Context: an optimization exercise on an open-source flow, tuned for small area. The choices shown serve that exercise and are no tape-out recipe. Only simulation tests tie the RTL to the original design; equivalence was not proved. Power figures rest on the tool's default switching activity, not on a simulated workload.

==> flow/flow/run.sh <==
#!/bin/bash
set -euo pipefail
export BUFFER_PORTS_ARGS="-buffer_cell sky130_fd_sc_hd__buf_1"
bash standard.sh > standard.log 2>&1
==> flow/standard.sh <==
#!/bin/bash
# synth_recipe.tcl (not shown) runs the flow's synth.tcl, then flattens the netlist and writes it again
# the make line also repeats each setting of config.mk as NAME=value (left out here)
make -C /OpenROAD-flow-scripts/flow DESIGN_CONFIG=/design/flow/config.mk WORK_HOME=/design/flow/orfs CLKGATE_MAP_FILE= SYNTH_SCRIPT=/design/flow/synth_recipe.tcl "${@:-finish}"
==> flow/config.mk <==
export PLATFORM = sky130hd
export DESIGN_NAME = ray_gen
export DESIGN_NICKNAME = ray_gen
export VERILOG_FILES = /design/flow/design.v
export SDC_FILE = /design/flow/constraint.sdc
export NUM_CORES = 4
export LEC_CHECK = 0
export CAP_MARGIN = 20
export CORE_MARGIN = 2
export CORE_UTILIZATION = 65
export CTS_BUF_LIST = sky130_fd_sc_hd__clkbuf_8
export CTS_CLUSTER_DIAMETER = 60
export CTS_CLUSTER_SIZE = 16
export PLACE_DENSITY = 0.75
export SLEW_MARGIN = 20
==> flow/constraint.sdc <==
create_clock -name core_clock -period 5.0 [get_ports {clk}]
set_input_delay 1.0000 -clock core_clock [delete_from_list [all_inputs] [get_ports {clk}]]
set_output_delay 1.0000 -clock core_clock [all_outputs]
set_load 0.01 [all_outputs]
==> flow/design.v <==
package ray_pkg;
  typedef logic signed [31:0] fip32_t;
  typedef fip32_t [0:2] vec3_t;
  typedef vec3_t [0:1] ray_t;
  localparam fip32_t FIP_ONE = 32'sh0001_0000;
  typedef enum logic {
    IDLE = 1'b0,
    RUN  = 1'b1
  } state_t;
endpackage
module fip_32_adder (
  input  logic signed [31:0] a,
  input  logic signed [31:0] b,
  output logic signed [31:0] sum,
  output logic               overflow
);
  localparam int N = 32;
  localparam int L = 5;   
  logic [N-1:0] p;
  logic [N-1:0] g;
  logic [N-1:0] gu [0:L];
  logic [N-1:0] pu [0:L];
  logic [N-1:0] gd [0:L-1];
  logic [N-1:0] pd [0:L-1];
  logic [N-1:0] an, bn, sn;
  assign an = ~a;
  assign bn = ~b;
  assign p = an ^ bn;
  assign g = {an[N-1:1] & bn[N-1:1], (an[0] & bn[0]) | (an[0] ^ bn[0])};
  assign gu[0] = g;
  assign pu[0] = p;
  for (genvar l = 0; l < L; l++) begin : g_up
    for (genvar i = 0; i < N; i++) begin : g_bit
      if ((i + 1) % (2 << l) == 0) begin : g_node
        assign gu[l+1][i] = gu[l][i] | (pu[l][i] & gu[l][i - (1 << l)]);
        assign pu[l+1][i] = pu[l][i] & pu[l][i - (1 << l)];
      end else begin : g_pass
        assign gu[l+1][i] = gu[l][i];
        assign pu[l+1][i] = pu[l][i];
      end
    end
  end
  for (genvar k = 0; k < L - 1; k++) begin : g_dn
    localparam int l = L - 2 - k;
    for (genvar i = 0; i < N; i++) begin : g_bit
      if (((i + 1) % (2 << l) == (1 << l)) && (i >= (2 << l))) begin : g_node
        if (k == 0) begin : g_first
          assign gd[k][i] = gu[L][i] | (pu[L][i] & gu[L][i - (1 << l)]);
          assign pd[k][i] = pu[L][i] & pu[L][i - (1 << l)];
        end else begin : g_next
          assign gd[k][i] = gd[k-1][i] | (pd[k-1][i] & gd[k-1][i - (1 << l)]);
          assign pd[k][i] = pd[k-1][i] & pd[k-1][i - (1 << l)];
        end
      end else begin : g_pass
        if (k == 0) begin : g_first
          assign gd[k][i] = gu[L][i];
          assign pd[k][i] = pu[L][i];
        end else begin : g_next
          assign gd[k][i] = gd[k-1][i];
          assign pd[k][i] = pd[k-1][i];
        end
      end
    end
  end
  assign sn[0] = ~p[0];
  for (genvar i = 1; i < N; i++) begin : g_sum
    assign sn[i] = p[i] ^ gd[L-2][i-1];
  end
  assign sum = ~sn;
  assign overflow = (a[31] == b[31]) && (sum[31] != a[31]);
endmodule
module ray_gen_vec3_add
(
  input  logic signed [0:2][31:0] a,
  input  logic signed [0:2][31:0] b,
  output logic signed [0:2][31:0] sum,
  output logic                    overflow
);
  logic [2:0] comp_ovf;
  for (genvar c = 0; c < 3; c++) begin : g_comp
    fip_32_adder u_add (
      .a        (a[c]),
      .b        (b[c]),
      .sum      (sum[c]),
      .overflow (comp_ovf[c])
    );
  end
  assign overflow = |comp_ovf;
endmodule
module ray_gen
#(
  parameter int WIDTH  = 320,
  parameter int HEIGHT = 240
) (
  input  logic                            clk,
  input  logic                            reset,
  input  logic                            i_start,
  input  logic signed [0:2][31:0]         i_eye,
  input  logic signed [0:2][31:0]         i_base,
  input  logic signed [0:2][31:0]         i_du,
  input  logic signed [0:2][31:0]         i_dv,
  output logic signed [0:1][0:2][31:0]    o_ray,
  output logic                            o_valid,
  input  logic                            i_ready,
  output logic [$clog2(WIDTH+1)-1:0]      o_px,
  output logic [$clog2(HEIGHT+1)-1:0]     o_py,
  output logic                            o_last,
  output logic                            o_busy,
  output logic                            o_done,
  output logic                            o_overflow
);
  localparam int PXW = $clog2(WIDTH + 1);
  localparam int PYW = $clog2(HEIGHT + 1);
  localparam logic [PXW-1:0] PX_LAST = PXW'(WIDTH - 1);
  localparam logic [PYW-1:0] PY_LAST = PYW'(HEIGHT - 1);
  logic            run;
  ray_pkg::vec3_t  eye_q;
  ray_pkg::vec3_t  du_q;
  ray_pkg::vec3_t  dv_q;
  ray_pkg::vec3_t  dir_q;
  ray_pkg::vec3_t  row_base_q;
  ray_pkg::vec3_t  add_a;
  ray_pkg::vec3_t  add_b;
  ray_pkg::vec3_t  add_sum;
  logic            add_ovf;
  logic row_end;
  logic last_px;
  logic run_d;
  logic row_end_d;
  logic sel_dir;    
  logic sel_row;    
  assign last_px = row_end && (o_py == PY_LAST);
  logic a_dir, a_row, b_du, b_dv;
  assign a_dir = sel_dir | (sel_row & !i_ready);
  assign a_row = sel_row & i_ready;
  assign b_du  = sel_dir & i_ready;
  assign b_dv  = sel_row & i_ready;
  assign add_a = ({96{a_dir}} & dir_q) | ({96{a_row}} & row_base_q) | ({96{!run}} & i_base);
  assign add_b = ({96{b_du}} & du_q) | ({96{b_dv}} & dv_q);
  ray_gen_vec3_add u_add (
    .a        (add_a),
    .b        (add_b),
    .sum      (add_sum),
    .overflow (add_ovf)
  );
  assign o_ray[0] = eye_q;
  assign o_ray[1] = dir_q;
  assign o_valid  = run;
  assign o_busy   = run;
  assign o_last   = last_px;
  always_comb begin
    if (!run) begin
      run_d     = i_start;
      row_end_d = (WIDTH == 1);
    end else if (i_ready) begin
      run_d     = !last_px;
      row_end_d = row_end ? (WIDTH == 1) : (o_px == PX_LAST - 1'b1);
    end else begin
      run_d     = 1'b1;
      row_end_d = row_end;
    end
  end
  always_ff @(posedge clk or posedge reset) begin
    if (reset) begin
      run        <= 1'b0;
      sel_dir    <= 1'b0;
      sel_row    <= 1'b0;
      o_done     <= 1'b0;
      o_overflow <= 1'b0;
    end else begin
      run     <= run_d;
      sel_dir <= run_d && !row_end_d;
      sel_row <= run_d && row_end_d;
      o_done  <= run && i_ready && last_px;
      if (!run) begin
        if (i_start) o_overflow <= 1'b0;
      end else if (i_ready && !last_px) begin
        o_overflow <= o_overflow | add_ovf;
      end
    end
  end
  always_ff @(posedge clk) begin
    if (!run) begin
      eye_q <= i_eye;
      du_q  <= i_du;
      dv_q  <= i_dv;
      o_px  <= '0;
      o_py  <= '0;
    end else if (i_ready) begin
      if (row_end) begin
        o_px <= '0;
        o_py <= o_py + 1'b1;
      end else begin
        o_px <= o_px + 1'b1;
      end
    end
  end
  always_ff @(posedge clk) begin
    row_end <= row_end_d;
    dir_q   <= add_sum;
    if (o_px == '0) row_base_q <= dir_q;
  end
endmodule
==> flow_metrics.tcl, run 1 <==
set metrics [dict create \
    drive_gt1_share_pct 6.36 \
    cts_htree_levels 2 \
    cts_tree "built" \
    antenna_found_initial 14 \
    layout.nets 2512 \
    synth-seq-area-share_pct 68.0 \
    syn_inst 1329 \
    hpwl_um 46300 \
    fmax_mhz 221 \
    rows 65 \
    period_share_pct 90.3 \
    drc 0 \
    hold_violations 0 \
    die_h_um 182 \
    end_kind "flip-flop" \
    gr-total-overflow 0 \
    hold_path_class "in -> async" \
    fin_util_pct 77.9 \
    portBuffers 601 \
    grt_pass1_wl_um 88000 \
    arrival_ps 4990 \
    post_cts_buffers 0 \
    cts_buffers 38 \
    track_usage_pct 36.0 \
    rsz0062_at_grt "false" \
    synth-async-reset-ratio_pct 0.994 \
    totalPowerFinal_mw 12.1 \
    cts_resized 0 \
    drv_slew 0 \
    outcome "complete, no violations" \
    vias_per_cell 6.02 \
    fp.dieW_um 182 \
    synth.net_count 1856 \
    synth_edf_count 384 \
    ir_drop_v 0.000295 \
    hold_ws_ps 293 \
    grt_pass1_vias 14690 \
    synthToLayoutAreaGrowth_pct 19.0 \
    powerDensity_nw_per_um2 496 \
    worst_pin_slew_ps 793 \
    clkSlewWorstSetupHoldPaths_ps 100 \
    synth_top_area_cell "edfxtp_1" \
    mostFrequentLayoutCell "buf_1" \
    finalCriticalPeriod_ps 4520 \
    wirelength_um 59500 \
    dr.pass1.iters 9 \
    initial_core_util_pct 65.5 \
    synthDistinctLibCells 55 \
    netlist_area_um2 20500 \
    pre_cts_ws_ps -51.3 \
    crit_required_ps 5480 \
    vias 14627 \
    cap_violations 0 \
    root_buffer "clkbuf_8" \
    critPathMaxFanout 16 \
    start_kind "primary input" \
    holdBufCountCts 0 \
    slew_headroom_pct 47.1 \
    syn_avg_cell_area_um2 15.4 \
    clk_path_buf_depth 3 \
    place_congestion 0.968 \
    netlist.area_leader.share_pct 56.3 \
    drtIter0Drc 1358 \
    wire_per_inst_um 24.5 \
    ioPinCount 602 \
    cts_sinks 503 \
    synth.ff_latch_count 503 \
    synth_flop_cell "edfxtp_1" \
    ant_nets 0 \
    p_leak_nw 8.70 \
    die_area_um2 33000 \
    layout_common_cells "buf_1, edfxtp_1, dfxtp_1" \
    coreArea_um2 31300 \
    ys_warn_count 6 \
    criticalPathCategory "in -> reg" \
    fin_worst_skew_ps 24.3 \
    clock_latency_ps 580 \
    grt_max_degree 57 \
    setup_viol 0 \
    synth_area_leaders "edfxtp_1, dfxtp_1, ha_1" \
    postLayoutSetupSlackWorst_ps 484 \
]
[flip-flops by register name, summed over array words and instances (netlist names)]
signal and cells:
row_base_q 96, du_q 96, sel_dir 1, run 1
o_py 8, o_done 1, eye_q 96, dv_q 96
o_px 9, o_overflow 1, dir_q 96, row_end 1
sel_row 1
[worst max-delay path: stages]
cell and delay, ps:
buf_1 180, buf_4 200, and2_4 260, buf_4 260, a222oi_1 100, ha_1 380, a21oi_1 170, o21ai_0 170
a2111oi_0 640, o211ai_1 150, a311oi_1 250, a21oi_1 100, fa_1 460, a21oi_1 150, mux2i_1 80, and4b_1 240
o41ai_2 190
[synthesized netlist by cell type, types with 16 or more instances]
cell / instances
o21ai_0: 28
nor2_1: 30
edfxtp_1: 384
inv_1: 76
a22o_1: 18
a221o_1: 16
fa_1: 48
nand2_1: 37
a222oi_1: 75
ha_1: 91
a21oi_1: 47
xor2_1: 27
a22oi_1: 79
clkbuf_1: 48
nor2b_1: 22
dfxtp_1: 114
xnor2_1: 31
[logic make-up after synthesis]
kind of cell             count (synthesis)  synth area share, %
AND/OR/NAND/NOR                        167                 4.29
AO/OA/AOI/OAI                          327                 12.4
XOR/XNOR                                58                 2.48
flip-flops                             503                 68.0
buffers and inverters                  133                 2.45
adder cells (fa/ha/maj)                139                 10.2
multiplexers                             2               0.0977
[path summary, 6_finish.rpt]
kind,startpoint,to,slack (ps),cells after the start
worst max-delay path,i_ready,o_overflow,480,17
worst min-delay path,reset,sel_row,290,2
worst max register to register,run,o_overflow,550,13
worst min register to register,dir_q[86],row_base_q[86],460,0
max in group asynchronous,reset,run,4510,2
min in group core_clock,dir_q[86],row_base_q[86],460,0
[per-layer routing]
metal  vias up  share of wire, %  track usage, %
li1       6529                 -               -
met1      7146                38            45.5
met2       805                48            58.5
met3       139               9.9            10.4
met4         8               4.8            16.2
met5         -             0.077               0
[per-stage QoR]
| step | setup TNS, ps | cell area, um2 | cells |
|---|---|---|---|
| final | 0 | 24400 | 2428 |
| after global routing | 0 | 24400 | 2419 |
| after CTS | 0 | 24400 | 2416 |
| after detailed placement | -51.3 | 23700 | 2347 |
| after global placement | 0 | 23700 | 2347 |
| after floorplan | 0 | 20500 | 1329 |
[final cells by class]
type | count | area [um2]
Timing Repair Buffer | 672 | 2850
Multi-Input combinational cell | 693 | 6070
Clock inverter | 27 | 115
Inverter | 77 | 297
Clock buffer | 42 | 578
Sequential cell | 503 | 13900
Fill cell | 2024 | 6920
Antenna cell | 12 | 30.0
Tap cell | 402 | 503
[report_power, final]
| part | switching [mW] | internal (mW) |
|---|---|---|
| Sequential | 0.449 | 5.27 |
| Combinational | 2.46 | 1.83 |
| Clock | 1.30 | 0.785 |
==> run 2: changes to the inputs <==
--- a/flow/config.mk
+++ b/flow/config.mk
@@ -8,8 +8,7 @@
 export CAP_MARGIN = 20
 export CORE_MARGIN = 2
-export CORE_UTILIZATION = 65
+export CORE_UTILIZATION = 40
 export CTS_BUF_LIST = sky130_fd_sc_hd__clkbuf_8
 export CTS_CLUSTER_DIAMETER = 60
 export CTS_CLUSTER_SIZE = 16
-export PLACE_DENSITY = 0.75
 export SLEW_MARGIN = 20
==> flow_metrics.tcl, run 2 <==
set metrics [dict create \
    grt_max_degree 85 \
    arrival_ps 5180 \
    synth_flop_cell "edfxtp_1" \
    grt_pass1_vias 14476 \
    cts_htree_levels 2 \
    p_leak_nw 8.77 \
    grt-busiest-layer "met2" \
    fp.dieW_um 230 \
    fin_worst_skew_ps 37.3 \
    clk_path_buf_depth 3 \
    critPathMaxFanout 44 \
    synth_edf_count 384 \
    crit_required_ps 5550 \
    portBuffers 601 \
    synth-async-reset-ratio_pct 0.994 \
    start_kind "primary input" \
    post_cts_buffers 0 \
    ioPinCount 602 \
    synthDistinctLibCells 55 \
    cts_tree "built" \
    use_met2_pct 37.6 \
    gr-total-overflow 0 \
    slowest_delay_ps 460 \
    use_met1_pct 27.0 \
    placed_cells 2603 \
    ir_drop_v 0.000258 \
    reg2reg_from "sel_row" \
    netlist.area_leader.share_pct 56.3 \
    synth_area_leaders "edfxtp_1, dfxtp_1, ha_1" \
    initial_core_util_pct 40.7 \
    wirelength_um 59500 \
    worstReg2RegEnd "o_overflow" \
    hold_path_class "in -> async" \
    slew_headroom_pct 33.2 \
    path_buf_inv 4 \
    antenna_found_initial 9 \
    crit_slowest_cell "o31ai_1" \
    yosysMostFrequentCell "edfxtp_1" \
    cts_resized 0 \
    tns_ps 0 \
    placed_area_um2 24000 \
    clkSlewWorstSetupHoldPaths_ps 110 \
    root_buffer "clkbuf_8" \
    period_share_pct 92.7 \
    pre_cts_ws_ps -273 \
    track_usage_pct 21.9 \
    rrSetupSlack_ps 390 \
    worst_pin_slew_ps 1000 \
    die_area_um2 53100 \
    worst-path-stages 18 \
    ant_nets 0 \
    coreArea_um2 50400 \
    cts_buffers 44 \
    synth_commonest_cells "edfxtp_1, dfxtp_1, ha_1" \
    powerDensity_nw_per_um2 501 \
    setup_viol 0 \
    rows 82 \
    met3_usage_pct 5.10 \
    layout.nets 2504 \
    drv_slew 0 \
    ys_warn_count 6 \
    crit_top_cell "fa_1" \
    finalCriticalPeriod_ps 4630 \
    cp-endpoint "o_overflow" \
    postLayoutSetupSlackWorst_ps 366 \
    synthToLayoutAreaGrowth_pct 21.9 \
    grt_pass1_wl_um 87400 \
    crit_chain "buf_1, inv_2, a21o_4, buf_12, a221o_1, ha_1, fa_1, nand2b_1, a21oi_1, o2111ai_1, o31ai_1, o21ai_0, buf_4, o211ai_1, fa_1, nor3b_1, and4b_1, o41ai_2" \
    vias_per_cell 5.29 \
    drive_gt1_share_pct 6.71 \
    drtIter0Drc 1193 \
    stdcell_area_um2 25000 \
    wire_per_inst_um 22.1 \
    synth.ff_latch_count 503 \
    criticalPathCategory "in -> reg" \
    final_cells 2690 \
    syn_inst 1329 \
    mostFrequentLayoutCell "buf_1" \
    netlist_area_um2 20500 \
    startpoint "i_ready" \
    r2r_cells 16 \
    critical-path-top-delay-family "compound AO/OA/AOI/OAI gates" \
    fmax_mhz 216 \
    vias 14219 \
    hold_violations 0 \
    synth_top_area_cell "edfxtp_1" \
    hpwl_um 45100 \
    dr.pass1.iters 9 \
    rsz0062_at_grt "false" \
    fillers 4528 \
    synth.net_count 1856 \
    synth-seq-area-share_pct 68.0 \
    cap_violations 0 \
    syn_avg_cell_area_um2 15.4 \
    end_kind "flip-flop" \
    cts_sinks 503 \
    drc 0 \
    layout_common_cells "buf_1, edfxtp_1, dfxtp_1" \
    holdBufCountCts 0 \
    outcome "complete, no violations" \
    clock_latency_ps 650 \
    die_h_um 230 \
    place_congestion 0.886 \
]
## run 2: cell counts after synthesis
No cell type changed its count.
## run 2: worst min-delay path by stage
| stage | from | end | slack, ps |
|---|---|---|---|
| 2_1_floorplan | dir_q[94] | row_base_q[94] | 500 |
| 3_3_place_gp | dir_q[0] | row_base_q[0] | 440 |
| 3_5_place_dp | dir_q[0] | row_base_q[0] | 440 |
| 4_1_cts | reset | o_done | 190 |
| 5_1_grt | reset | sel_dir | 220 |
| 6_report | reset | sel_dir | 230 |
## run 2: kinds of logic after synthesis
kind of cell	count (synthesis)	share of synthesized area [%]
AOI/OAI and AO/OA	327	12.4
xor gates and xnor gates	58	2.48
adders and majority gates	139	10.2
buffers and inverters	133	2.45
DFF	503	68.0
muxes	2	0.0977
and+or+nand+nor	167	4.29
## run 2: worst reg2reg max path: stages, from the launching register on
cell and delay (ps):
dfrtp_1 540, a21o_4 340, buf_12 200, a221o_1 340
ha_1 210, fa_1 400, nand2b_1 180, a21oi_1 230
o2111ai_1 280, o31ai_1 470, o21ai_0 170, buf_4 160
o211ai_1 140, fa_1 260, nor3b_1 190, and4b_1 230
o41ai_2 190
## run 2: final cells by class
| type | count | area [um2] | share of cell area (%) |
|---|---|---|---|
| inverter | 77 | 297 | 1.19 |
| multi-input combinational | 693 | 6070 | 24.3 |
| antenna | 6 | 15.0 | 0.0601 |
| timing repair buffer | 658 | 2820 | 11.3 |
| clock buffer | 46 | 633 | 2.53 |
| tap | 672 | 841 | 3.36 |
| clock inverter | 35 | 369 | 1.48 |
| sequential | 503 | 13900 | 55.8 |
## run 2: stage by stage
step                hold WS (ps)  util, %  total power, mW
finish                       233     49.6             12.5
global route                 224     49.6             13.4
CTS                          186     49.6             12.7
detailed placement           438     47.6             9.95
global placement             440     47.6             9.85
floorplan                    499        -             8.43
## run 2: power by group
group | internal (mW) | leakage, nW | total (mW) | switching, mW
registers | 5.27 | 4.47 | 5.70 | 0.434
clock network | 1.21 | 0.546 | 2.69 | 1.48
logic | 1.78 | 3.75 | 4.13 | 2.34
## run 2: layer usage
layer	vias up	wire, um	part of all wire (%)
li1	6511	-	-
met1	7011	23300	39
met2	603	29600	50
met3	90	4680	7.9
met4	4	1930	3.2
met5	-	27	0.045
==> run 3: changes to the inputs <==
--- a/flow/config.mk
+++ b/flow/config.mk
@@ -6,5 +6,5 @@
 export NUM_CORES = 4
 export LEC_CHECK = 0
-export CAP_MARGIN = 20
+export CAP_MARGIN = 0
 export CORE_MARGIN = 2
 export CORE_UTILIZATION = 40
@@ -12,3 +12,3 @@
 export CTS_CLUSTER_DIAMETER = 60
 export CTS_CLUSTER_SIZE = 16
-export SLEW_MARGIN = 20
+export SLEW_MARGIN = 0
==> flow_metrics.tcl, run 3 <==
set metrics [dict create \
    synthXorXnorAreaFrac_pct 2.48 \
    criticalPathCategory "in -> reg" \
    rows 82 \
    pre_cts_ws_ps -273 \
    cts_buffers 44 \
    finalCriticalPeriod_ps 4630 \
    arrival_ps 5180 \
    initial_core_util_pct 40.7 \
    synth.net_count 1856 \
    fin_util_pct 49.6 \
    syn_inst 1329 \
    grt_pass1_wl_um 87400 \
    synth_area_leaders "edfxtp_1, dfxtp_1, ha_1" \
    drive_gt1_share_pct 6.71 \
    synth_top_family_by_area "compound AO/OA/AOI/OAI gates" \
    tns_ps 0 \
    grt_max_degree 85 \
    fmax_mhz 216 \
    synth-compound-area-share_pct 12.4 \
    track_usage_pct 21.9 \
    wire_per_inst_um 22.1 \
    vias 14219 \
    layout.nets 2504 \
    ys_warn_count 6 \
    yosysMostFrequentCell "edfxtp_1" \
    synthToLayoutAreaGrowth_pct 21.9 \
    cts_htree_levels 2 \
    synthDistinctLibCells 55 \
    synth_edf_count 384 \
    crit_required_ps 5550 \
    clkSlewWorstSetupHoldPaths_ps 110 \
    clock_latency_ps 650 \
    netlist_area_um2 20500 \
    cts_tree "built" \
    worst_pin_slew_ps 1000 \
    hpwl_um 45100 \
    coreArea_um2 50400 \
    layout_common_cells "buf_1, edfxtp_1, dfxtp_1" \
    synth_commonest_cells "edfxtp_1, dfxtp_1, ha_1" \
    totalPowerFinal_mw 12.5 \
    cap_violations 0 \
    synth-simple-area-share_pct 4.29 \
    hold_path_class "in -> async" \
    drv_slew 0 \
    antenna_found_initial 9 \
    period_share_pct 92.7 \
    p_leak_nw 8.77 \
    rsz0062_at_grt "false" \
    fin_worst_skew_ps 37.3 \
    mostFrequentLayoutCell "buf_1" \
    synth.ff_latch_count 503 \
    post_cts_buffers 0 \
    synthAdderAreaFrac_pct 10.2 \
    synth_top_area_cell "edfxtp_1" \
    ir_drop_v 0.000258 \
    synth-async-reset-ratio_pct 0.994 \
    root_buffer "clkbuf_8" \
    end_kind "flip-flop" \
    ioPinCount 602 \
    drtIter0Drc 1193 \
    fp.dieW_um 230 \
    dr.pass1.iters 9 \
    place_congestion 0.886 \
    synth_flop_cell "edfxtp_1" \
    powerDensity_nw_per_um2 501 \
    netlist.area_leader.share_pct 56.3 \
    ant_nets 0 \
    clk_path_buf_depth 3 \
    die_area_um2 53100 \
    gr-total-overflow 0 \
    muxShareOfSynthArea_pct 0.0977 \
    setup_viol 0 \
    grt_pass1_vias 14476 \
    portBuffers 601 \
    cts_resized 0 \
    start_kind "primary input" \
    cts_sinks 503 \
    drc 0 \
    syn_avg_cell_area_um2 15.4 \
    postLayoutSetupSlackWorst_ps 366 \
    outcome "complete, no violations" \
    slew_headroom_pct 33.2 \
    holdBufCountCts 0 \
    synth-seq-area-share_pct 68.0 \
    vias_per_cell 5.29 \
    critPathMaxFanout 44 \
    wirelength_um 59500 \
    hold_violations 0 \
    die_h_um 230 \
]
[run 3: final cells by class]
type | instances | area, um2
Tap cell | 672 | 841
Antenna cell | 6 | 15.0
Fill cell | 4528 | 25400
Inverter | 77 | 297
Multi-Input combinational cell | 693 | 6070
Clock inverter | 35 | 369
Clock buffer | 46 | 633
Sequential cell | 503 | 13900
Timing Repair Buffer | 658 | 2820
[run 3: power breakdown]
group          switching, mW  internal, mW
clock network           1.48          1.21
logic                   2.34          1.78
registers              0.434          5.27
[run 3: metal layers]
metal | global-route usage (%) | share of wire, % | vias to the layer above
met5 | 0 | 0.045 | -
met3 | 5.10 | 7.9 | 90
met1 | 27.0 | 39 | 7011
met2 | 37.6 | 50 | 603
met4 | 8.04 | 3.2 | 4
li1 | - | - | 6511
[run 3: path summary, 6_finish.rpt]
check / startpoint / end / slack, ps / depth (start not counted)
setup / recovery: i_ready / o_overflow / 370 / 18
hold / removal: reset / sel_dir / 230 / 2
setup reg to reg: sel_row / o_overflow / 390 / 16
hold reg to reg: dir_q[8] / row_base_q[8] / 460 / 0
max in group asynchronous: reset / run / 4580 / 2
min in group core_clock: dir_q[8] / row_base_q[8] / 460 / 0
[run 3: through the flow]
stage | instances | hold WS (ps) | area (um2)
2_1_floorplan | 1329 | 499 | 20500
3_3_place_gp | 2603 | 440 | 24000
3_5_place_dp | 2603 | 438 | 24000
4_1_cts | 2684 | 186 | 25000
5_1_grt | 2690 | 224 | 25000
6_report | 2690 | 233 | 25000
[run 3: logic make-up (layout without fill, tap and decap cells)]
| family | Yosys count | after routing |
|---|---|---|
| XOR/XNOR | 58 | 58 |
| multiplexers | 2 | 2 |
| flip-flops | 503 | 503 |
| AO/OA/AOI/OAI | 327 | 327 |
| buffers and inverters | 133 | 816 |
| adder cells (fa/ha/maj) | 139 | 139 |
| AND/OR/NAND/NOR | 167 | 167 |
| other | 0 | 6 |
[run 3: critical path: stages]
cell and delay (ps):
buf_1 200, inv_2 80, a21o_4 260, buf_12 200, a221o_1 330, ha_1 210, fa_1 400, nand2b_1 180
a21oi_1 230, o2111ai_1 280, o31ai_1 460, o21ai_0 170, buf_4 160, o211ai_1 140, fa_1 260, nor3b_1 190
and4b_1 230, o41ai_2 190
==> run 4: changes to the inputs <==
==> flow/config.mk (replaced) <==
export PLATFORM = sky130hd
export DESIGN_NAME = ray_gen
export DESIGN_NICKNAME = ray_gen
export VERILOG_FILES = /design/flow/design.v
export SDC_FILE = /design/flow/constraint.sdc
export NUM_CORES = 4
export LEC_CHECK = 0
export CAP_MARGIN = 20
export CORE_MARGIN = 2
export CORE_UTILIZATION = 55
export CTS_BUF_LIST = sky130_fd_sc_hd__clkbuf_16
export CTS_CLUSTER_DIAMETER = 70
export CTS_CLUSTER_SIZE = 24
export PLACE_DENSITY = 0.65
export SLEW_MARGIN = 20
==> flow_metrics.tcl, run 4 <==
set metrics [dict create \
    synth.net_count 1856 \
    initial_core_util_pct 55.9 \
    cts_resized 0 \
    criticalPathCategory "in -> reg" \
    setup_viol 0 \
    grt_max_degree 84 \
    ant_nets 0 \
    hold_violations 0 \
    stdcell_area_um2 24900 \
    cts_sinks 503 \
    drc 0 \
    post_cts_buffers 0 \
    hold_path_class "in -> async" \
    rsz0062_at_grt "false" \
    syn_inst 1329 \
    synth_edf_count 384 \
    fmax_mhz 217 \
    outcome "complete, no violations" \
    critPathMaxFanout 36 \
    coreArea_um2 36700 \
    layout.nets 2501 \
    place_congestion 0.889 \
    die_area_um2 38800 \
    grt_pass1_vias 13859 \
    synth_flop_cell "edfxtp_1" \
    powerDensity_nw_per_um2 514 \
    clk_path_buf_depth 3 \
    vias 14137 \
    dr.pass1.iters 9 \
    netlist_area_um2 20500 \
    vias_per_cell 5.72 \
    antenna_found_initial 6 \
    placed_area_um2 23800 \
    slew_headroom_pct 32.8 \
    netlist.area_leader.share_pct 56.3 \
    period_share_pct 92.0 \
    ys_warn_count 6 \
    fp.dieW_um 197 \
    drive_gt1_share_pct 6.61 \
    clock_latency_ps 550 \
    cts_htree_levels 2 \
    cts_tree "built" \
    die_h_um 197 \
    ioPinCount 602 \
    synth-seq-area-share_pct 68.0 \
    crit_required_ps 5400 \
    end_kind "flip-flop" \
    finalCriticalPeriod_ps 4600 \
    arrival_ps 5000 \
    layout_common_cells "buf_1, edfxtp_1, dfxtp_1" \
    synth_commonest_cells "edfxtp_1, dfxtp_1, ha_1" \
    rows 70 \
    ir_drop_v 0.000338 \
    track_usage_pct 29.1 \
    pre_cts_ws_ps -62.9 \
    synth.ff_latch_count 503 \
    gr-total-overflow 0 \
    mostFrequentLayoutCell "buf_1" \
    clkSlewWorstSetupHoldPaths_ps 80 \
    p_leak_nw 8.81 \
    synth-async-reset-ratio_pct 0.994 \
    root_buffer "clkbuf_16" \
    grt_pass1_wl_um 83400 \
    synthToLayoutAreaGrowth_pct 21.5 \
    fillers 2697 \
    cts_buffers 34 \
    holdBufCountCts 0 \
    wire_per_inst_um 23.3 \
    drtIter0Drc 1141 \
    wirelength_um 57600 \
    fin_util_pct 67.9 \
    cap_violations 0 \
    yosysMostFrequentCell "edfxtp_1" \
    syn_avg_cell_area_um2 15.4 \
    hpwl_um 44500 \
    start_kind "primary input" \
    synth_top_area_cell "edfxtp_1" \
    portBuffers 601 \
    synthDistinctLibCells 55 \
    worst_pin_slew_ps 1010 \
    postLayoutSetupSlackWorst_ps 401 \
    fin_worst_skew_ps 13.2 \
    synth_area_leaders "edfxtp_1, dfxtp_1, ha_1" \
    drv_slew 0 \
]
## run 4: cell counts after synthesis
No cell type changed its count.
## run 4: per-stage QoR
stage                     TNS (ps)  instances  hold slack [ps]  power [mW]
after floorplan                  0       1329              499        8.43
after global placement           0       2406              437        9.85
after detailed placement     -62.9       2406              444        9.99
after CTS                        0       2466              317        12.9
after global routing             0       2468              341        13.6
final                            0       2470              339        12.8
## run 4: final timing paths
path                            from              to  slack (ps)  cells after the start
max reg2reg                  sel_row      o_overflow         640                     16
min                            reset          o_done         340                      2
min in group core_clock    dir_q[86]  row_base_q[86]         470                      0
min reg2reg                dir_q[86]  row_base_q[86]         470                      0
max                          i_ready      o_overflow         400                     18
max in group asynchronous      reset             run        4480                      2
## run 4: cell families after synthesis
logic type      count (synthesis)  synth area share (%)
buf+inv                       133                  2.45
mux                             2                0.0977
flops                         503                  68.0
simple gates                  167                  4.29
xor+xnor                       58                  2.48
fa+ha+maj                     139                  10.2
compound gates                327                  12.4
## run 4: area by class of cell
class | count | area [um2] | share of cell area [%]
diodes | 4 | 10.0 | 0.0402
clock buffers | 37 | 926 | 3.72
clock inverters | 23 | 209 | 0.839
inverters | 77 | 297 | 1.19
multi-input cells | 693 | 6070 | 24.4
flip-flops and latches | 503 | 13900 | 55.9
well taps | 468 | 586 | 2.35
repair buffers | 665 | 2870 | 11.5
## run 4: critical path: stages
cell and delay [ps]:
buf_1 150, buf_4 240, and2_4 290, buf_12 250, a222oi_1 100, buf_4 190, ha_1 220, a21oi_1 160
o21ai_0 150, a2111oi_0 620, o211ai_1 150, a311oi_1 230, a21oi_1 90, fa_1 480, and3_1 220, mux2i_1 120
and4b_1 260, o41ai_2 70
## run 4: routing by layer
metal  global-route usage [%]  part of all wire (%)  vias up
met5                        0                 0.078        -
met4                     11.6                   4.0        6
met3                     6.64                   8.4      108
met2                     48.0                    49      666
met1                     37.8                    39     6837
li1                         -                     -     6520
## run 4: report_power, final
group,switching [mW],leakage [nW],total [mW],internal (mW)
clock,1.49,0.557,2.90,1.40
combinational,2.38,3.78,4.21,1.82
sequential,0.431,4.47,5.70,5.27
total,4.31,8.81,12.8,8.50
==> run 5: changes to the inputs <==
--- a/flow/design.v
+++ b/flow/design.v
@@ -21,6 +21,4 @@
   logic [N-1:0] gu [0:L];
   logic [N-1:0] pu [0:L];
-  logic [N-1:0] gd [0:L-1];
-  logic [N-1:0] pd [0:L-1];
   logic [N-1:0] an, bn, sn;
   assign an = ~a;
@@ -30,9 +28,10 @@
   assign gu[0] = g;
   assign pu[0] = p;
-  for (genvar l = 0; l < L; l++) begin : g_up
+  for (genvar l = 0; l < L; l++) begin : g_lv
     for (genvar i = 0; i < N; i++) begin : g_bit
-      if ((i + 1) % (2 << l) == 0) begin : g_node
-        assign gu[l+1][i] = gu[l][i] | (pu[l][i] & gu[l][i - (1 << l)]);
-        assign pu[l+1][i] = pu[l][i] & pu[l][i - (1 << l)];
+      if ((i >> l) % 2 == 1) begin : g_node
+        localparam int J = ((i >> l) << l) - 1;
+        assign gu[l+1][i] = gu[l][i] | (pu[l][i] & gu[l][J]);
+        assign pu[l+1][i] = pu[l][i] & pu[l][J];
       end else begin : g_pass
         assign gu[l+1][i] = gu[l][i];
@@ -41,29 +40,7 @@
     end
   end
-  for (genvar k = 0; k < L - 1; k++) begin : g_dn
-    localparam int l = L - 2 - k;
-    for (genvar i = 0; i < N; i++) begin : g_bit
-      if (((i + 1) % (2 << l) == (1 << l)) && (i >= (2 << l))) begin : g_node
-        if (k == 0) begin : g_first
-          assign gd[k][i] = gu[L][i] | (pu[L][i] & gu[L][i - (1 << l)]);
-          assign pd[k][i] = pu[L][i] & pu[L][i - (1 << l)];
-        end else begin : g_next
-          assign gd[k][i] = gd[k-1][i] | (pd[k-1][i] & gd[k-1][i - (1 << l)]);
-          assign pd[k][i] = pd[k-1][i] & pd[k-1][i - (1 << l)];
-        end
-      end else begin : g_pass
-        if (k == 0) begin : g_first
-          assign gd[k][i] = gu[L][i];
-          assign pd[k][i] = pu[L][i];
-        end else begin : g_next
-          assign gd[k][i] = gd[k-1][i];
-          assign pd[k][i] = pd[k-1][i];
-        end
-      end
-    end
-  end
   assign sn[0] = ~p[0];
   for (genvar i = 1; i < N; i++) begin : g_sum
-    assign sn[i] = p[i] ^ gd[L-2][i-1];
+    assign sn[i] = p[i] ^ gu[L][i-1];
   end
   assign sum = ~sn;
==> flow/config.mk (replaced) <==
export PLATFORM = sky130hd
export DESIGN_NAME = ray_gen
export DESIGN_NICKNAME = ray_gen
export VERILOG_FILES = /design/flow/design.v
export SDC_FILE = /design/flow/constraint.sdc
export NUM_CORES = 4
export LEC_CHECK = 0
export CAP_MARGIN = 20
export CORE_MARGIN = 2
export CORE_UTILIZATION = 65
export CTS_BUF_LIST = sky130_fd_sc_hd__clkbuf_4
export CTS_CLUSTER_DIAMETER = 40
export CTS_CLUSTER_SIZE = 8
export PLACE_DENSITY = 0.75
export SLEW_MARGIN = 20
==> flow_metrics.tcl, run 5 <==
set metrics [dict create \
    drc 0 \
    use_met2_pct 56.9 \
    p_int_mw 8.31 \
    fp.dieW_um 181 \
    p_seq_share_pct 45.1 \
    rows 64 \
    drv_slew 0 \
    synthDistinctLibCells 63 \
    synth-async-reset-ratio_pct 0.994 \
    die_area_um2 32600 \
    critPathMaxFanout 84 \
    rsz0062_at_grt "false" \
    synth_commonest_cells "edfxtp_1, dfxtp_1, ha_1" \
    start_kind "flip-flop" \
    hpwl_um 45600 \
    track_usage_pct 36.1 \
    synth.ff_latch_count 503 \
    vias 15125 \
    placed_cells 2324 \
    clk_path_buf_depth 3 \
    synthToLayoutAreaGrowth_pct 19.4 \
    finalCriticalPeriod_ps 4050 \
    vias_per_cell 6.12 \
    setup_viol 0 \
    drive_gt1_share_pct 8.72 \
    portBuffers 601 \
    layout.nets 2501 \
    arrival_ps 4680 \
    dr.pass1.iters 10 \
    antenna_found_initial 23 \
    slew_headroom_pct 48.9 \
    netlist_area_um2 20300 \
    netlist.area_leader.share_pct 56.9 \
    syn_avg_cell_area_um2 14.9 \
    cap_violations 0 \
    syn_inst 1358 \
    ant_nets 0 \
    cts_sinks 503 \
    post_cts_buffers 0 \
    p_leak_nw 8.63 \
    cts_buffers 74 \
    end_kind "flip-flop" \
    criticalPathCategory "reg -> reg" \
    grt_pass1_wl_um 88000 \
    grt_max_degree 85 \
    outcome "complete, no violations" \
    synth-seq-area-share_pct 68.7 \
    use_met1_pct 46.2 \
    fmax_mhz 247 \
    combPwrFrac_pct 33.5 \
    wirelength_um 59800 \
    powerDensity_nw_per_um2 522 \
    clock_latency_ps 720 \
    yosysMostFrequentCell "edfxtp_1" \
    synth_flop_cell "edfxtp_1" \
    worst_pin_slew_ps 759 \
    ir_drop_v 0.000334 \
    synth.net_count 1855 \
    placed_area_um2 23100 \
    final_cells 2473 \
    sw_frac_of_total_pct 34.3 \
    crit_required_ps 5630 \
    pre_cts_ws_ps 382 \
    die_h_um 181 \
    grt-busiest-layer "met2" \
    cts_resized 0 \
    drtIter0Drc 1982 \
    switching_power_mw 4.33 \
    cts_tree "built" \
    hold_path_class "in -> async" \
    root_buffer "clkbuf_4" \
    tns_ps 0 \
    synth_area_leaders "edfxtp_1, dfxtp_1, ha_1" \
    ioPinCount 602 \
    met3_usage_pct 11.6 \
    gr-total-overflow 0 \
    place_congestion 0.944 \
    synth_top_area_cell "edfxtp_1" \
    initial_core_util_pct 66.1 \
    stdcell_area_um2 24200 \
    wire_per_inst_um 24.2 \
    coreArea_um2 30700 \
    mostFrequentLayoutCell "buf_1" \
    fin_worst_skew_ps 33.0 \
    grt_pass1_vias 14870 \
    period_share_pct 81.1 \
    synth_edf_count 384 \
    hold_violations 0 \
    ys_warn_count 4 \
    layout_common_cells "buf_1, edfxtp_1, clkbuf_4" \
    clkSlewWorstSetupHoldPaths_ps 80 \
    holdBufCountCts 0 \
    postLayoutSetupSlackWorst_ps 947 \
    clkPwrFrac_pct 21.4 \
    hold_ws_ps 207 \
    cts_htree_levels 3 \
]
==> run 5: cell count changes in the layout (fill, tap and decap cells not counted), moves of 27 or more <==
cell	previous run	this run
inv_1	77	38
nor2_1	30	57
buf_4	53	22
fa_1	48	15
clkbuf_16	37	0
clkbuf_4	0	126
==> run 5: worst paths after layout <==
kind | startpoint | endpoint | slack (ps) | cells after the start
worst max-delay path | run | dir_q[55] | 950 | 14
worst min-delay path | reset | run | 210 | 2
worst max register to register | run | dir_q[55] | 950 | 14
worst min register to register | dir_q[32] | row_base_q[32] | 450 | 0
max in group asynchronous | reset | o_overflow | 4570 | 2
min in group core_clock | i_eye[42] | eye_q[42] | 450 | 1
==> run 5: cell families (layout without fill, tap and decap cells) <==
| group | count (synthesis) | count (layout) | share of synthesized area, % |
|---|---|---|---|
| flip-flops | 503 | 503 | 68.7 |
| buffers and inverters | 97 | 804 | 1.81 |
| multiplexers | 1 | 1 | 0.0494 |
| AO/OA/AOI/OAI | 360 | 360 | 13.5 |
| AND/OR/NAND/NOR | 205 | 205 | 5.05 |
| adder cells (fa/ha/maj) | 109 | 109 | 7.28 |
| other | 0 | 12 | 0 |
| XOR/XNOR | 83 | 83 | 3.59 |
==> run 5: routing by layer <==
| metal | wire length, um | share of wire [%] |
|---|---|---|
| met5 | 137 | 0.23 |
| met4 | 2750 | 4.6 |
| met3 | 7440 | 12 |
| met2 | 28300 | 47 |
| met1 | 21200 | 35 |
==> run 5: final cells by class <==
type | instances | area, um2
Inverter | 39 | 154
Tap cell | 396 | 495
Multi-Input combinational cell | 758 | 5990
Antenna cell | 12 | 30.0
Clock inverter | 11 | 136
Clock buffer | 126 | 946
Timing Repair Buffer | 628 | 2520
Fill cell | 1911 | 6460
Sequential cell | 503 | 13900
==> run 5: power by group through the flow <==
| stage | registers (mW) | clock network, mW | logic, mW |
|---|---|---|---|
| after floorplan | 5.88 | 0 | 2.62 |
| final | 5.70 | 2.71 | 4.23 |
| after global placement | 5.74 | 0 | 4.02 |
| after global routing | 5.76 | 2.91 | 4.65 |
| after detailed placement | 5.78 | 0 | 4.14 |
| after CTS | 5.69 | 2.75 | 4.18 |
==> run 5: metrics by stage <==
stage / util [%] / power [mW]
4_1_cts: 78.8 / 12.6
2_1_floorplan: - / 8.50
3_5_place_dp: 75.3 / 9.93
6_report: 78.9 / 12.6
3_3_place_gp: 75.3 / 9.76
5_1_grt: 78.9 / 13.3
==> run 5: critical path, stage by stage (launching register included) <==
cell	delay, ps
dfrtp_1	450
inv_8	430
buf_12	450
buf_4	370
a222oi_1	160
ha_1	340
o21a_1	120
nor2_1	40
a31oi_1	300
and3_1	340
o21ai_0	190
a31oi_1	210
nor2_1	100
o21ai_0	280
xnor2_1	150
==> run 6: changes to the inputs <==
--- a/flow/config.mk
+++ b/flow/config.mk
@@ -9,7 +9,7 @@
 export CORE_MARGIN = 2
 export CORE_UTILIZATION = 65
-export CTS_BUF_LIST = sky130_fd_sc_hd__clkbuf_4
-export CTS_CLUSTER_DIAMETER = 40
-export CTS_CLUSTER_SIZE = 8
+export CTS_BUF_LIST = sky130_fd_sc_hd__clkbuf_8
+export CTS_CLUSTER_DIAMETER = 60
+export CTS_CLUSTER_SIZE = 16
 export PLACE_DENSITY = 0.75
 export SLEW_MARGIN = 20
==> flow_metrics.tcl, run 6 <==
set metrics [dict create \
    outcome "complete, no violations" \
    gr-total-overflow 0 \
    cts_resized 0 \
    multi_input_area_um2 5990 \
    synth-async-reset-ratio_pct 0.994 \
    synth.net_count 1855 \
    pre_cts_ws_ps 382 \
    finalCriticalPeriod_ps 4090 \
    ant_nets 0 \
    synth_area_leaders "edfxtp_1, dfxtp_1, ha_1" \
    ff_latch_area_um2 13900 \
    grt_pass1_vias 14575 \
    worstReg2RegEnd "dir_q[55]" \
    period_share_pct 81.8 \
    rrSetupSlack_ps 910 \
    worst_pin_slew_ps 768 \
    holdBufCountCts 0 \
    fin_worst_skew_ps 22.9 \
    wire_per_inst_um 24.7 \
    synth-seq-area-share_pct 68.7 \
    synth_commonest_cells "edfxtp_1, dfxtp_1, ha_1" \
    placed_area_um2 23100 \
    portBuffers 601 \
    layout.nets 2466 \
    startpoint "i_ready" \
    dr.pass1.iters 9 \
    reg2reg_from "run" \
    cts_tree "built" \
    antenna_found_initial 16 \
    tns_ps 0 \
    clk_path_buf_depth 3 \
    synth.ff_latch_count 503 \
    rows 64 \
    critPathMaxFanout 29 \
    start_kind "primary input" \
    cts_buffers 39 \
    die_h_um 181 \
    coreArea_um2 30700 \
    netlist.area_leader.share_pct 56.9 \
    cap_violations 0 \
    synth_top_area_cell "edfxtp_1" \
    cts_sinks 503 \
    ioPinCount 602 \
    syn_avg_cell_area_um2 14.9 \
    r2r_cells 14 \
    slew_headroom_pct 48.3 \
    vias_per_cell 6.14 \
    drv_slew 0 \
    mostFrequentLayoutCell "buf_1" \
    netlist_area_um2 20300 \
    place_congestion 0.944 \
    grt_pass1_wl_um 87800 \
    arrival_ps 4570 \
    final_cells 2407 \
    vias 14782 \
    synthToLayoutAreaGrowth_pct 18.0 \
    wirelength_um 59500 \
    initial_core_util_pct 66.1 \
    drive_gt1_share_pct 4.80 \
    clkSlewWorstSetupHoldPaths_ps 100 \
    die_area_um2 32600 \
    cts_htree_levels 2 \
    stdcell_area_um2 23900 \
    crit_required_ps 5480 \
    track_usage_pct 35.9 \
    criticalPathCategory "in -> reg" \
    p_leak_nw 8.47 \
    fp.dieW_um 181 \
    powerDensity_nw_per_um2 511 \
    totalPowerFinal_mw 12.2 \
    layout_common_cells "buf_1, edfxtp_1, dfxtp_1" \
    drtIter0Drc 1992 \
    placed_cells 2324 \
    ys_warn_count 4 \
    grt_max_degree 85 \
    end_kind "flip-flop" \
    syn_inst 1358 \
    ir_drop_v 0.000316 \
    fillers 1947 \
    yosysMostFrequentCell "edfxtp_1" \
    synth_edf_count 384 \
    post_cts_buffers 0 \
    hold_path_class "in -> async" \
    root_buffer "clkbuf_8" \
    fin_util_pct 78.0 \
    drc 0 \
    hold_violations 0 \
    fmax_mhz 244 \
    hold_ws_ps 319 \
    clock_latency_ps 580 \
    synthDistinctLibCells 63 \
    synth_flop_cell "edfxtp_1" \
    cp-endpoint "o_overflow" \
    postLayoutSetupSlackWorst_ps 909 \
    setup_viol 0 \
    hpwl_um 45600 \
    rsz0062_at_grt "false" \
]
run 6: cells by family after synthesis:
family | Yosys count | synth area share (%)
AOI/OAI and AO/OA | 360 | 13.5
xor gates and xnor gates | 83 | 3.59
adders and majority gates | 109 | 7.28
buffers and inverters | 97 | 1.81
DFF | 503 | 68.7
muxes | 1 | 0.0494
and+or+nand+nor | 205 | 5.05
run 6: worst min-delay path by stage:
stage	to	slack [ps]	cells after the start	from
2_1_floorplan	row_base_q[94]	500	0	dir_q[94]
3_3_place_gp	row_base_q[39]	440	0	dir_q[39]
3_5_place_dp	row_base_q[81]	440	0	dir_q[81]
4_1_cts	o_overflow	300	2	reset
5_1_grt	o_overflow	320	2	reset
6_report	o_overflow	320	2	reset
run 6: worst max-delay path, stage by stage:
cell	delay, ps
buf_1	100
inv_1	120
a21o_4	350
a221o_1	340
ha_1	210
fa_1	440
nor2b_1	210
o2111ai_1	160
a21oi_1	250
o21a_1	190
o31ai_2	90
o31ai_1	290
buf_4	180
mux2i_1	230
nand4_1	100
o31a_1	280
run 6: area by class of cell:
cell class	count	area share, %
Antenna cell	13	0.136
Timing Repair Buffer	628	10.5
Sequential cell	503	58.3
Clock inverter	29	0.962
Multi-Input combinational cell	758	25.0
Inverter	39	0.643
Tap cell	396	2.07
Clock buffer	41	2.36
run 6: power breakdown:
part | leakage, nW | switching (mW) | internal, mW | total [mW]
logic | 3.53 | 2.48 | 1.74 | 4.23
registers | 4.47 | 0.436 | 5.27 | 5.70
clock network | 0.474 | 1.30 | 0.982 | 2.29
run 6: metal layers:
metal  up-vias  track usage, %  share of wire (%)
li1       6611               -                  -
met2       878            57.3                 48
met3       146            10.5                 12
met1      7135            46.6                 36
met5         -               0               0.15
met4        12            14.8                4.3
==> run 7: changes to the inputs <==
--- a/flow/design.v
+++ b/flow/design.v
@@ -113,6 +113,6 @@
   assign b_du  = sel_dir & i_ready;
   assign b_dv  = sel_row & i_ready;
-  assign add_a = ({96{a_dir}} & dir_q) | ({96{a_row}} & row_base_q) | ({96{!run}} & i_base);
-  assign add_b = ({96{b_du}} & du_q) | ({96{b_dv}} & dv_q);
+  assign add_a = ({96{a_dir}} & dir_q) | ({96{a_row}} & row_base_q);
+  assign add_b = ({96{b_du}} & du_q) | ({96{b_dv}} & dv_q) | ({96{!run}} & i_base);
   ray_gen_vec3_add u_add (
     .a        (add_a),
==> flow_metrics.tcl, run 7 <==
set metrics [dict create \
    netlist_area_um2 20200 \
    gr-total-overflow 0 \
    critical-path-top-delay-family "compound AO/OA/AOI/OAI gates" \
    track_usage_pct 35.7 \
    cts_tree "built" \
    clkSlewWorstSetupHoldPaths_ps 100 \
    synth_top_area_cell "edfxtp_1" \
    synth.ff_latch_count 503 \
    holdBufCountCts 0 \
    path_buf_inv 3 \
    powerDensity_nw_per_um2 504 \
    antenna_found_initial 10 \
    layout_common_cells "buf_1, edfxtp_1, dfxtp_1" \
    critPathMaxFanout 36 \
    coreArea_um2 30600 \
    place_congestion 1.01 \
    clk_path_buf_depth 3 \
    ir_drop_v 0.000409 \
    synth-async-reset-ratio_pct 0.994 \
    start_kind "primary input" \
    postLayoutSetupSlackWorst_ps 846 \
    synth-seq-area-share_pct 68.9 \
    r2r_cells 12 \
    crit_slowest_cell "a2111oi_0" \
    period_share_pct 83.1 \
    cts_resized 0 \
    initial_core_util_pct 66.1 \
    hold_violations 0 \
    drive_gt1_share_pct 4.77 \
    totalPowerFinal_mw 12.0 \
    vias 14811 \
    syn_inst 1351 \
    ioPinCount 602 \
    placed_cells 2320 \
    startpoint "i_ready" \
    yosysMostFrequentCell "edfxtp_1" \
    worst_pin_slew_ps 770 \
    synth_area_leaders "edfxtp_1, dfxtp_1, ha_1" \
    grt_max_degree 114 \
    tns_ps 0 \
    grt_pass1_wl_um 86700 \
    p_leak_nw 8.55 \
    synth_flop_cell "edfxtp_1" \
    drv_slew 0 \
    reg2reg_from "run" \
    cts_sinks 503 \
    outcome "complete, no violations" \
    criticalPathCategory "in -> reg" \
    hold_ws_ps 320 \
    fillers 1989 \
    wirelength_um 59300 \
    slowest_delay_ps 430 \
    synth_commonest_cells "edfxtp_1, dfxtp_1, a22oi_1" \
    hpwl_um 45600 \
    slew_headroom_pct 48.1 \
    finalCriticalPeriod_ps 4150 \
    cp-endpoint "dir_q[59]" \
    root_buffer "clkbuf_8" \
    cts_buffers 38 \
    mostFrequentLayoutCell "buf_1" \
    synth.net_count 1848 \
    fmax_mhz 241 \
    fin_worst_skew_ps 39.0 \
    rrSetupSlack_ps 1070 \
    dr.pass1.iters 9 \
    worst-path-stages 15 \
    cts_htree_levels 2 \
    synthDistinctLibCells 62 \
    final_cells 2392 \
    rsz0062_at_grt "false" \
    worstReg2RegEnd "dir_q[59]" \
    vias_per_cell 6.19 \
    die_area_um2 32500 \
    portBuffers 601 \
    pre_cts_ws_ps 309 \
    hold_path_class "in -> async" \
    fp.dieW_um 180 \
    layout.nets 2461 \
    drtIter0Drc 1872 \
    crit_chain "buf_1, inv_1, a21o_4, buf_12, a22oi_1, ha_1, nor2b_1, o2111ai_1, a211oi_2, o2111ai_1, nand2_1, a21oi_2, o21bai_1, a2111oi_0, nor3_1" \
    post_cts_buffers 0 \
    ys_warn_count 4 \
    clock_latency_ps 590 \
    drc 0 \
    cap_violations 0 \
    arrival_ps 4600 \
    wire_per_inst_um 24.8 \
    synth_edf_count 384 \
    netlist.area_leader.share_pct 57.0 \
    ant_nets 0 \
    crit_top_cell "o2111ai_1" \
    end_kind "flip-flop" \
    die_h_um 180 \
    syn_avg_cell_area_um2 15.0 \
    setup_viol 0 \
    synthToLayoutAreaGrowth_pct 17.7 \
    crit_required_ps 5450 \
    grt_pass1_vias 14485 \
    rows 64 \
]
==> run 7: changes by cell type in the layout (fill, tap and decap cells not counted), sizes merged, moves of 7 or more <==
cell,previous run,this run
nor2,57,49
diode,13,3
a22oi,89,96
inv,61,77
and3,14,2
nor3,10,18
==> run 7: cells by family after synthesis <==
group / share of synthesized area, %
compound gates: 13.5
xor+xnor: 3.38
fa+ha+maj: 7.30
buf+inv: 2.07
flops: 68.9
mux: 0.0990
simple gates: 4.69
==> run 7: how the worst min path moves through the flow <==
stage / start / to / slack (ps) / cells after the start
after floorplan: dir_q[10] / row_base_q[10] / 500 / 0
after detailed placement: dir_q[57] / row_base_q[57] / 440 / 0
final: reset / sel_row / 320 / 2
after global placement: dir_q[85] / row_base_q[85] / 440 / 0
after CTS: reset / o_overflow / 300 / 2
after global routing: reset / sel_dir / 320 / 2
==> run 7: area by class of cell <==
class | instances | area (um2) | share of cell area (%)
Sequential cell | 503 | 13900 | 58.6
Multi-Input combinational cell | 738 | 5880 | 24.7
Timing Repair Buffer | 628 | 2550 | 10.7
Clock buffer | 41 | 564 | 2.37
Tap cell | 396 | 495 | 2.08
Inverter | 55 | 214 | 0.899
Clock inverter | 28 | 145 | 0.610
Antenna cell | 3 | 7.51 | 0.0316
==> run 7: per-layer routing <==
layer | vias up | share of wire, % | global-route usage, %
li1 | 6585 | - | -
met1 | 7187 | 37 | 46.2
met2 | 892 | 48 | 58.2
met3 | 143 | 11 | 8.87
met4 | 4 | 4.6 | 15.0
met5 | - | 0.046 | 0
==> run 7: metrics by stage <==
| stage | util [%] | cell area [um2] |
|---|---|---|
| 3_5_place_dp | 75.4 | 23100 |
| 5_1_grt | 77.8 | 23800 |
| 3_3_place_gp | 75.4 | 23100 |
| 6_report | 77.8 | 23800 |
| 4_1_cts | 77.7 | 23800 |
| 2_1_floorplan | - | 20200 |
==> run 7: worst register-to-register path, delay by kind of cell (launching register included) <==
kind,cells,cell delay [ps]
AO/OA/AOI/OAI,8,2580
flip-flops,1,460
adder cells (fa/ha/maj),1,370
AND/OR/NAND/NOR,2,220
buffers and inverters,1,180
==> run 7: where the power goes <==
part	switching [mW]	internal [mW]	total [mW]
logic	2.48	1.68	4.16
registers	0.426	5.27	5.70
clock network	1.30	0.822	2.12
==> run 8: changes to the inputs <==
--- a/flow/config.mk
+++ b/flow/config.mk
@@ -8,8 +8,8 @@
 export CAP_MARGIN = 20
 export CORE_MARGIN = 2
-export CORE_UTILIZATION = 65
+export CORE_UTILIZATION = 70
 export CTS_BUF_LIST = sky130_fd_sc_hd__clkbuf_8
 export CTS_CLUSTER_DIAMETER = 60
 export CTS_CLUSTER_SIZE = 16
-export PLACE_DENSITY = 0.75
+export PLACE_DENSITY = 0.8
 export SLEW_MARGIN = 20
==> flow_metrics.tcl, run 8 <==
set metrics [dict create \
    worst_pin_slew_ps 742 \
    layout.nets 2474 \
    slew_headroom_pct 50.0 \
    mostFrequentLayoutCell "buf_1" \
    p_leak_nw 8.64 \
    synth_commonest_cells "edfxtp_1, dfxtp_1, a22oi_1" \
    crit_required_ps 5470 \
    r2r_cells 13 \
    gr-total-overflow 0 \
    syn_avg_cell_area_um2 15.0 \
    post_cts_buffers 0 \
    drv_slew 0 \
    hold_path_class "in -> async" \
    worstReg2RegEnd "dir_q[59]" \
    vias 15026 \
    synth.ff_latch_count 503 \
    fin_util_pct 83.7 \
    synth_edf_count 384 \
    clkSlewWorstSetupHoldPaths_ps 100 \
    antenna_found_initial 4 \
    syn_inst 1351 \
    ir_drop_v 0.000334 \
    arrival_ps 4640 \
    drive_gt1_share_pct 5.53 \
    synth-async-reset-ratio_pct 0.994 \
    grt_pass1_wl_um 88500 \
    portBuffers 601 \
    cts_tree "built" \
    cap_violations 0 \
    tns_ps 0 \
    synth_top_area_cell "edfxtp_1" \
    wire_per_inst_um 25.4 \
    synth_area_leaders "edfxtp_1, dfxtp_1, ha_1" \
    outcome "complete, no violations" \
    ioPinCount 602 \
    coreArea_um2 28500 \
    grt_max_degree 61 \
    fin_worst_skew_ps 20.5 \
    rows 62 \
    holdBufCountCts 0 \
    clock_latency_ps 580 \
    vias_per_cell 6.28 \
    hold_violations 0 \
    hpwl_um 46600 \
    synthToLayoutAreaGrowth_pct 18.1 \
    finalCriticalPeriod_ps 4180 \
    fmax_mhz 239 \
    synth-seq-area-share_pct 68.9 \
    setup_viol 0 \
    cts_resized 0 \
    track_usage_pct 39.6 \
    dr.pass1.iters 17 \
    cts_buffers 39 \
    die_area_um2 30300 \
    reg2reg_from "run" \
    drtIter0Drc 2209 \
    ant_nets 0 \
    end_kind "flip-flop" \
    cts_sinks 503 \
    rsz0062_at_grt "false" \
    period_share_pct 83.5 \
    drc 0 \
    cp-endpoint "dir_q[22]" \
    root_buffer "clkbuf_8" \
    wirelength_um 60800 \
    yosysMostFrequentCell "edfxtp_1" \
    netlist.area_leader.share_pct 57.0 \
    powerDensity_nw_per_um2 514 \
    clk_path_buf_depth 3 \
    grt_pass1_vias 14461 \
    synthDistinctLibCells 62 \
    criticalPathCategory "in -> reg" \
    start_kind "primary input" \
    cts_htree_levels 2 \
    critPathMaxFanout 18 \
    fp.dieW_um 174 \
    synth.net_count 1848 \
    synth_flop_cell "edfxtp_1" \
    place_congestion 0.974 \
    layout_common_cells "buf_1, edfxtp_1, dfxtp_1" \
    netlist_area_um2 20200 \
    initial_core_util_pct 70.8 \
    startpoint "i_ready" \
    rrSetupSlack_ps 940 \
    ys_warn_count 4 \
    die_h_um 174 \
]
run 8: metrics by stage:
stage	setup slack (ps)	hold WS (ps)	cell area, um2	cells	power (mW)
2_1_floorplan	208	500	20200	1351	8.48
3_3_place_gp	473	440	23100	2320	9.74
3_5_place_dp	351	442	23100	2320	9.97
4_1_cts	944	288	23900	2391	12.2
5_1_grt	665	314	23900	2392	12.9
6_report	823	301	23900	2393	12.3
run 8: final cells by class:
class                           instances  area [um2]
Sequential cell                       503       13900
Inverter                               55         214
Clock inverter                         29         205
Tap cell                              384         480
Fill cell                            1558        4660
Clock buffer                           42         578
Antenna cell                            2        5.00
Multi-Input combinational cell        738        5880
Timing Repair Buffer                  640        2590
run 8: critical path, cell delays in order:
cell	delay, ps
buf_1	200
inv_1	190
a21o_4	260
buf_4	210
a22o_1	200
ha_1	220
fa_1	430
nand2b_1	200
a21oi_1	220
o41a_1	320
a21oi_2	120
o31ai_1	350
a41o_1	270
a21o_1	220
a21oi_2	90
xor2_1	140
run 8: where the power goes:
group / internal, mW / switching (mW) / total, mW / leakage [nW]
registers: 5.27 / 0.433 / 5.71 / 4.47
logic: 1.69 / 2.60 / 4.29 / 3.69
clock network: 0.948 / 1.33 / 2.28 / 0.479
run 8: layer usage:
| metal | track usage [%] | routed length [um] |
|---|---|---|
| met1 | 52.6 | 22000 |
| met2 | 61.4 | 27900 |
| met3 | 10.4 | 7440 |
| met4 | 19.9 | 3560 |
| met5 | 0 | 0 |
run 8: cells by family after synthesis:
| kind of cell | count (synthesis) | synth area share, % |
|---|---|---|
| flip-flops | 503 | 68.9 |
| buffers and inverters | 110 | 2.07 |
| multiplexers | 2 | 0.0990 |
| AND/OR/NAND/NOR | 191 | 4.69 |
| adder cells (fa/ha/maj) | 109 | 7.30 |
| XOR/XNOR | 78 | 3.38 |
| AO/OA/AOI/OAI | 358 | 13.5 |
run 8: worst min-delay path by stage:
stage | endpoint | cells past startpoint
6_report | run | 2
5_1_grt | run | 2
4_1_cts | sel_row | 2
3_5_place_dp | row_base_q[16] | 0
3_3_place_gp | row_base_q[56] | 0
2_1_floorplan | row_base_q[10] | 0

## separate check: timing with driven ports
The flow's constraints put no driver on any port. The routed layouts listed below were extracted and timed again, unchanged, in two steps. Step 1 (the two cells are an assumption about what drives the block):
set clk [get_ports {clk}]
set_driving_cell -lib_cell sky130_fd_sc_hd__clkbuf_16 $clk
set_driving_cell -lib_cell sky130_fd_sc_hd__buf_2 [delete_from_list [all_inputs] $clk]
Step 2 moves the port delays by t, midway between the first and last clock arrival at a register: inputs arrive t later, outputs are due t later. That takes back most of the time a late clock gives input paths. Three values: ideal ports, drivers, drivers and shift; two values: the first two.
run | t, ns | slack for setup (ns) | worst slew at a driven data input, ns | cell pins on the clock port's net
run 1 | 0.617 | 0.484 / 0.482 / -0.135 | 0.15 | 1
run 2 | 0.694 | 0.366 / 0.393 / -0.300 | 0.13 | 1
run 3 | 0.694 | 0.366 / 0.393 / -0.300 | 0.13 | 1
run 4 | 0.595 | 0.401 / 0.424 / -0.171 | 0.14 | 1
run 5 | 0.748 | 0.947 / 0.947 / 0.300 | 0.16 | 1
run 6 | 0.617 | 0.909 / 0.911 / 0.308 | 0.16 | 1
run 7 | 0.623 | 0.846 / 0.861 / 0.238 | 0.10 | 1
run 8 | 0.616 | 0.823 / 0.848 / 0.232 | 0.10 | 1
Met with ideal ports but missed after step 2: setup timing in run 1, run 2, run 3 and run 4.
